What follows belongs to an exercise in optimizing a design on an open flow for small area, a short achievable clock period and few clock cycles per item; a production flow would make more cautious choices. The RTL was checked by simulation tests, not by an equivalence proof against the original design. Power is estimated from default activity; no workload was simulated.

Setup of the previous run:
## date_text_to_day_number
module date_text_to_day_number (
    input  wire logic   i_clk,
    input  wire logic   i_rst_n,
    input  wire logic          i_char_valid,
    output logic               o_char_ready,
    input  wire logic [7:0]    i_char_code,
    input  wire logic          i_char_last,
    output logic               o_day_valid,
    input  wire logic          i_day_ready,
    output logic [21:0]        o_day_number,
    output logic               o_day_status
);
    localparam logic [3:0] S_M0 = 4'd0, S_M1 = 4'd1, S_M2 = 4'd2,
                           S_D0 = 4'd4, S_D1 = 4'd5, S_OK = 4'd6, S_BAD = 4'd7,
                           S_Y0 = 4'd8, S_Y1 = 4'd9, S_Y2 = 4'd10, S_Y3 = 4'd11,
                           S_D2 = 4'd12;
    logic       r_rdy;
    logic       e_v, e_sl, e_last;
    logic [9:0] e_ohn;      
    logic [9:0] e_oh;
    logic       e_dig;      
    logic [3:0] e_d;
    logic [3:0]  r_st;
    logic [3:0]  r_mon;
    logic        r_mbad;
    logic        r_gt2;      
    logic [6:0]  r_day;
    logic        r_dadd;     
    logic        r_aodd;     
    logic        r_codd;     
    logic        r_z;        
  ...
clock: 7.5 ns
lec_check: 0
abc_clock_period_in_ps: 2800
cap_margin: 20
core_margin: 2
core_utilization: 40
cts_buf_list: sky130_fd_sc_hd__clkbuf_4 sky130_fd_sc_hd__clkbuf_8
setup_slack_margin: 4.5
slew_margin: 20
standard.sh (not shown) runs the stock make flow with config.mk's settings and CLKGATE_MAP_FILE= SYNTH_SCRIPT=/design/flow/synth_recipe.tcl, a recipe that flattens the netlist after the stock synthesis.
==> flow/flow/run.sh <==
#!/bin/bash
# The standard layout (the standard.sh: ORFS synthesis through finish),
# with two changes:
# - the buffers that placement puts on the input and output ports are buf_2
#   cells instead of ORFS's default choice for sky130hd, a slow delay cell
#   (clkdlybuf4s50_1); every port still gets its own buffer;
# - clock tree synthesis uses clkbuf_4/clkbuf_8 and adds no dummy loads
#   (ORFS's own arguments otherwise).
# The make output goes to flow_make.log; ORFS keeps each step's log under
# orfs/logs/.
set -euo pipefail
export BUFFER_PORTS_ARGS="-buffer_cell sky130_fd_sc_hd__buf_2"
export CTS_ARGS="-sink_clustering_enable -repair_clock_nets -buf_list {sky130_fd_sc_hd__clkbuf_4 sky130_fd_sc_hd__clkbuf_8} -dont_use_dummy_load"
bash standard.sh finish > flow_make.log 2>&1
Testbench counts of the previous run, summed over its fixed seeds: cycles 28,567, items 3,200.
What the current run does differently from the previous run at the input level:
-- flow/design.v --
<<< the previous run, line 150
    logic        add, zero;
    logic [3:0]  p;
    logic [9:0]  cum_b;
    logic [7:0]  s0;
>>> the current run, line 150
    logic        add, zero;
    logic [3:0]  p;
    logic [3:0]  r_p;        
    logic [3:0]  p_next;
    logic        busy_next;
    logic [9:0]  cum_b;
    logic [7:0]  s0;
<<< the previous run, line 255
        if (e_oh[0]) leap_c = r_gt2 && !r_codd && !r_z;
        else         leap_c = r_gt2 && (r_codd ? (e_oh[2] | e_oh[6]) : (e_oh[4] | e_oh[8]));
        for (int k = 0; k < 4; k++) p[k] = r_st[3] && !busy && (pos == 2'(k));
        op2 = ({22{p[0]}} & dtdn_pkg::tab0(e_oh))
            | ({22{p[1]}} & (dtdn_pkg::tab1(e_oh) | {20'd0, c1}))
>>> the current run, line 258
        if (e_oh[0]) leap_c = r_gt2 && !r_codd && !r_z;
        else         leap_c = r_gt2 && (r_codd ? (e_oh[2] | e_oh[6]) : (e_oh[4] | e_oh[8]));
        p = r_p;
        op2 = ({22{p[0]}} & dtdn_pkg::tab0(e_oh))
            | ({22{p[1]}} & (dtdn_pkg::tab1(e_oh) | {20'd0, c1}))
<<< the previous run, line 288
        end
        st_next = !consume ? r_st : (e_last ? S_M0 : n_st);
    end
    always_ff @(posedge i_clk) begin
>>> the current run, line 291
        end
        st_next = !consume ? r_st : (e_last ? S_M0 : n_st);
        busy_next = ov_next || pend_next;
        p_next[0] = st_next[3] && !st_next[1] && !st_next[0] && !busy_next;
        p_next[1] = st_next[3] && !st_next[1] &&  st_next[0] && !busy_next;
        p_next[2] = st_next[3] &&  st_next[1] && !st_next[0] && !busy_next;
        p_next[3] = st_next[3] &&  st_next[1] &&  st_next[0] && !busy_next;
    end
    always_ff @(posedge i_clk) begin
<<< the previous run, line 295
        end else begin
            e_v   <= ev_next_v;
            r_rdy <= !((ov_next || pend_next) && ev_next_v &&
                       (ev_next_last || (ev_next_dig && st_next[3])));
        end
>>> the current run, line 303
        end else begin
            e_v   <= ev_next_v;
            r_rdy <= !(busy_next && ev_next_v &&
                       (ev_next_last || (ev_next_dig && st_next[3])));
        end
<<< the previous run, line 310
        if (!i_rst_n) begin
            r_st   <= S_M0;
            r_ov   <= 1'b0;
            r_pend <= 1'b0;
>>> the current run, line 318
        if (!i_rst_n) begin
            r_st   <= S_M0;
            r_p    <= 4'd0;
            r_ov   <= 1'b0;
            r_pend <= 1'b0;
<<< the previous run, line 319
            r_ov   <= ov_next;
            r_pend <= pend_next;
            r_c1   <= !zero && s0[7];
            r_dadd <= add && pos == 2'd3 && !zero;
>>> the current run, line 328
            r_ov   <= ov_next;
            r_pend <= pend_next;
            r_p    <= p_next;
            r_c1   <= !zero && s0[7];
            r_dadd <= add && pos == 2'd3 && !zero;
Findings:
Delta (the current run minus the previous run): clock skew moved up, sequential cell area fraction in the yosys report now sits higher, share of cell area taken by flip-flops and latches shows an increase of 1.7 points. Finished layout cell area (lower): the current run. The current run improves on the previous run in smallest setup slack after layout. Per the comparison of the current run with the previous run, wire length on met1 went down, internal power of the cells went up. Per the comparison of the current run with the previous run, number of global-route vias before repair -4.2%, number of cells traversed by the worst register-to-register path went down 1.
Testbench counts of the current run, summed over its fixed seeds: cycles 28,567, items 3,200.

-- separate check: timing with driven ports --
In the flow no input, the clock included, has a driving cell. The finished layouts below were timed again as built, in two steps. Step 1 sets driving cells, clkbuf_16 on the clock port and buf_2 on the other inputs (assumed; they add their load-dependent delay and slew). Step 2 moves the port delays by t, midway between the first and last clock arrival at a register: inputs arrive t later, outputs are due t later. That takes back most of the time a late clock gives input paths. a / b / c = ideal ports / drivers / drivers and shift; a / b = the first two.
| run | t, ns | slack for setup (ns) | latest minus earliest clock arrival (ns) | worst register clock-pin slew, ns | worst data-port slew with drivers (ns) |
|---|---|---|---|---|---|
| the previous run | 0.394 | 4.580 / 4.580 / 4.580 | 0.021 / 0.021 | 0.07 / 0.07 | 0.03 |
| the current run | 0.386 | 4.615 / 4.615 / 4.502 | 0.025 / 0.026 | 0.08 / 0.08 | 0.03 |
After both steps every run listed still meets setup and hold. The setup slack of the current run, which loses most, moves by 0.000 ns with the drivers and by -0.113 ns with both steps.
